Source: an optimization exercise on an open RTL-to-GDS flow (aim: small area, a short achievable clock period and few clock cycles per item). Production flows keep margins and buffers that such runs may drop. Function was checked by simulation only, so behaviour that the tests miss may differ from the original.

## rev 12
==> flow/design.v <==
module gf_addsub_lanes #(
    parameter int               WIDTH   = 32,
    parameter logic [WIDTH-1:0] MODULUS = 32'hec940e71,
    parameter int               LANES   = 4
) (
    input  logic                     i_clk,
    input  logic                     i_rst,
    input  logic                     i_valid,
    output logic                     o_ready,
    input  logic [1:0]               i_op,
    input  logic [LANES*WIDTH-1:0]   i_a,
    input  logic [LANES*WIDTH-1:0]   i_b,
    output logic                     o_valid,
    input  logic                     i_ready,
    output logic [LANES*WIDTH-1:0]   o_out,
    output logic [LANES-1:0]         o_err
);
    localparam int PREFIX_A = 1;
    localparam int PREFIX_B = 0;
    localparam int LOGW   = 5;   
    function automatic logic [WIDTH:0] carries(input logic [WIDTH-1:0] g,
                                               input logic [WIDTH-1:0] p,
                                               input logic             cin,
                                               input int               style);
        logic [WIDTH-1:0] gg, pp, gn, pn;
        gg    = g;
        pp    = p;
        gg[0] = g[0] | (p[0] & cin);
        if (style == 0) begin
            for (int l = 0; l < LOGW; l++) begin
                gn = gg;
                pn = pp;
                for (int i = 0; i < WIDTH; i++) begin
                    if ((i >> l) & 1) begin
                        gn[i] = gg[i] | (pp[i] & gg[((i >> l) << l) - 1]);
                        pn[i] = pp[i] & pp[((i >> l) << l) - 1];
                    end
                end
                gg = gn;
                pp = pn;
            end
        end else if (style == 1) begin
            for (int l = 0; l < LOGW; l++) begin
                for (int i = 0; i < WIDTH; i++) begin
                    if (((i + 1) % (2 << l)) == 0) begin
                        gg[i] = gg[i] | (pp[i] & gg[i - (1 << l)]);
                        pp[i] = pp[i] & pp[i - (1 << l)];
                    end
                end
            end
            for (int l = LOGW - 2; l >= 0; l--) begin
                for (int i = 0; i < WIDTH; i++) begin
                    if (((i + 1) % (2 << l)) == (1 << l) && i >= (2 << l)) begin
                        gg[i] = gg[i] | (pp[i] & gg[i - (1 << l)]);
                        pp[i] = pp[i] & pp[i - (1 << l)];
                    end
                end
            end
        end else begin
            for (int l = 0; l < LOGW; l++) begin
                gn = gg;
                pn = pp;
                for (int i = 0; i < WIDTH; i++) begin
                    if (i >= (1 << l)) begin
                        gn[i] = gg[i] | (pp[i] & gg[i - (1 << l)]);
                        pn[i] = pp[i] & pp[i - (1 << l)];
                    end
                end
                gg = gn;
                pp = pn;
            end
        end
        carries = {gg, cin};
    endfunction
    logic sub_c, neg_c;
    assign sub_c = i_op[0] ^ i_op[1];
    assign neg_c = i_op[1] & ~i_op[0];
    logic [LANES-1:0][WIDTH-1:0] v_c;
    logic [LANES-1:0]            co_c;
    logic [LANES-1:0]            err_c;
    for (genvar k = 0; k < LANES; k++) begin : g_front
        logic [WIDTH-1:0] a, b, x, y, yi;
        logic [WIDTH:0]   c1;
        assign a = i_a[k*WIDTH +: WIDTH];
        assign b = i_b[k*WIDTH +: WIDTH];
        assign err_c[k] = (a >= MODULUS) | ((b >= MODULUS) & ~i_op[1]);
        assign x  = a & {WIDTH{~neg_c}};
        assign y  = (a & {WIDTH{neg_c}}) | (b & {WIDTH{~i_op[1]}});
        assign yi = y ^ {WIDTH{sub_c}};
        assign c1      = carries(x & yi, x ^ yi, sub_c, PREFIX_A);
        assign v_c[k]  = ~(x ^ y) ^ c1[WIDTH-1:0];
        assign co_c[k] = c1[WIDTH];
    end
    logic [LANES-1:0][WIDTH-1:0] v_q;
    logic [LANES-1:0]            co_q;
    logic                        sub_q;
    assign o_ready = ~o_valid | i_ready;
    always_ff @(posedge i_clk) begin
        if (i_rst) begin
            o_valid <= 1'b0;
        end else if (o_ready) begin
            o_valid <= i_valid;
        end
    end
    always_ff @(posedge i_clk) begin
        if (o_ready) begin
            v_q   <= v_c;
            co_q  <= co_c;
            sub_q <= sub_c;
            o_err <= err_c;
        end
    end
    for (genvar k = 0; k < LANES; k++) begin : g_back
        logic [WIDTH-1:0] v, d;
        logic [WIDTH:0]   cw;
        logic             pick;
        assign v    = v_q[k];
        assign cw   = carries(v & MODULUS, v | MODULUS, 1'b0, PREFIX_B);
        assign d    = MODULUS ^ cw[WIDTH-1:0];
        assign pick = sub_q ? ~co_q[k] : (co_q[k] | ~cw[WIDTH]);
        assign o_out[k*WIDTH +: WIDTH] = v ^ {WIDTH{~sub_q}} ^ (d & {WIDTH{pick}});
    end
endmodule
==> flow/config.mk <==
export PLATFORM = sky130hd
export DESIGN_NAME = gf_addsub_lanes
export DESIGN_NICKNAME = gf_addsub_lanes
export VERILOG_FILES = /design/flow/design.v
export SDC_FILE = /design/flow/constraint.sdc
export NUM_CORES = 4
export LEC_CHECK = 0
export CAP_MARGIN = 20
export CORE_MARGIN = 2
export CORE_UTILIZATION = 40
export GPL_TIMING_DRIVEN = 0
export SETUP_SLACK_MARGIN = 0.8
export SLEW_MARGIN = 20
==> flow/constraint.sdc <==
create_clock -name core_clock -period 5.5 [get_ports {i_clk}]
set_input_delay 1.1000 -clock core_clock [delete_from_list [all_inputs] [get_ports {i_clk}]]
set_output_delay 1.1000 -clock core_clock [all_outputs]
set_load 0.01 [all_outputs]
standard.sh (not shown) runs the stock make flow with config.mk's settings and CLKGATE_MAP_FILE= SYNTH_SCRIPT=/design/flow/synth_recipe.tcl, a recipe that flattens the netlist after the stock synthesis.
==> flow/flow/run.sh <==
#!/bin/bash
# Layout flow: the standard ORFS flow (standard.sh) with these changes:
#  - the ports get plain sky130_fd_sc_hd__buf_1 buffers instead of delay cells;
#  - if flow/abc.script exists, synthesis maps the logic with that ABC script in place
#    of ORFS's speed script (everything else in the synthesis is the standard flow's own script);
#  - settings in flow/env.sh (if any) are exported before the flow runs.
# Each tool's full output goes to the ORFS logs under orfs/logs; make's own output
# goes to flow_make.log here.
set -euo pipefail
W=$(pwd)
export BUFFER_PORTS_ARGS="-buffer_cell sky130_fd_sc_hd__buf_1"
if [[ -f flow/env.sh ]]; then source flow/env.sh; fi
SYN=$W/synth_recipe.tcl
if [[ -f flow/abc.script ]]; then
  cat > $W/flow_synth.tcl <<EOT
proc abc {args} {
  set i [lsearch -exact \$args -script]
  if {\$i >= 0} { lset args [expr {\$i + 1}] $W/flow/abc.script }
  yosys abc {*}\$args
}
source $W/synth_recipe.tcl
EOT
  SYN=$W/flow_synth.tcl
fi
sed "s#SYNTH_SCRIPT=$W/synth_recipe.tcl#SYNTH_SCRIPT=$SYN#" standard.sh > flow_standard.sh
bash flow_standard.sh > flow_make.log 2>&1
Rev 12 finished all stages; the layout is clean.
Testbench counts of rev 12, summed over its fixed seeds: cycles 12,008, items 12,000.
Inputs modified between rev 12 and rev 13:
--- a/flow/design.v
+++ b/flow/design.v
@@ -16,5 +16,5 @@
     output logic [LANES-1:0]         o_err
 );
-    localparam int PREFIX_A = 1;
+    localparam int PREFIX_A = 0;
     localparam int PREFIX_B = 0;
     localparam int LOGW   = 5;   
@@ -73,6 +73,7 @@
         carries = {gg, cin};
     endfunction
-    logic sub_c, neg_c;
+    logic sub_c, cin_c, neg_c;
     assign sub_c = i_op[0] ^ i_op[1];
+    assign cin_c = i_op[0] & ~i_op[1];
     assign neg_c = i_op[1] & ~i_op[0];
     logic [LANES-1:0][WIDTH-1:0] v_c;
@@ -80,15 +81,13 @@
     logic [LANES-1:0]            err_c;
     for (genvar k = 0; k < LANES; k++) begin : g_front
-        logic [WIDTH-1:0] a, b, x, y, yi;
+        logic [WIDTH-1:0] a, b, y;
         logic [WIDTH:0]   c1;
         assign a = i_a[k*WIDTH +: WIDTH];
         assign b = i_b[k*WIDTH +: WIDTH];
         assign err_c[k] = (a >= MODULUS) | ((b >= MODULUS) & ~i_op[1]);
-        assign x  = a & {WIDTH{~neg_c}};
-        assign y  = (a & {WIDTH{neg_c}}) | (b & {WIDTH{~i_op[1]}});
-        assign yi = y ^ {WIDTH{sub_c}};
-        assign c1      = carries(x & yi, x ^ yi, sub_c, PREFIX_A);
-        assign v_c[k]  = ~(x ^ y) ^ c1[WIDTH-1:0];
-        assign co_c[k] = c1[WIDTH];
+        assign y = i_op[1] ? {WIDTH{~i_op[0]}} : (b ^ {WIDTH{i_op[0]}});
+        assign c1      = carries(a & y, a ^ y, cin_c, PREFIX_A);
+        assign v_c[k]  = a ^ y ^ c1[WIDTH-1:0] ^ {WIDTH{~cin_c}};
+        assign co_c[k] = c1[WIDTH] ^ neg_c;
     end
     logic [LANES-1:0][WIDTH-1:0] v_q;
==> comparison <==
Every stage of the flow completed for rev 13, and the final layout passed the timing, DRC and antenna checks.
Diff rev 12 -> rev 13: sequential cell count was more or less identical, layout cell share with drive strength beyond 1 went up by 1.3 points, number of cells on the critical path went up by 5, gate count after technology mapping went down by 360.
Going from rev 12 to rev 13, number of cells after detailed placement shrank by more than 10%.
Setup slack of the critical path after layout for rev 13 is lower than for rev 12.
Run comparison: rev 13 last element of the critical path co_q[0]; rev 12 last element of the critical path v_q[63]
Testbench counts of rev 13, summed over its fixed seeds: cycles 12,008, items 12,000.

==> static timing again, ports no longer ideal <==
How much do the figures lean on ideal ports? The routed layouts below were timed once more, with nothing changed but the port constraints.
Step 1: set_driving_cell puts a clkbuf_16 on i_clk and a buf_2 on each other input, an assumption about the parent block.
Step 2 times the ports against the registers' clock, not the clock port: input delays grow and output delays shrink by t, the midpoint of the rising clock arrivals with the driver on.
Three values: ideal, step 1, step 2; two values: the first two.
run | t (ns) | setup slack, ns | hold slack, ns | latest minus earliest clock arrival (ns) | cell pins on the clock port's net
rev 12 | 0.504 | 0.880 / 0.894 / 0.407 | 0.802 / 0.776 / 1.071 | 0.013 / 0.013 | 1
rev 13 | 0.486 | 0.848 / 0.841 / 0.355 | 0.805 / 0.786 / 0.999 | 0.014 / 0.014 | 1
After both steps setup and hold are still met in every run listed. For rev 13, which loses most, drivers alone change the setup slack by -0.007 ns; drivers and shift together by -0.493 ns.
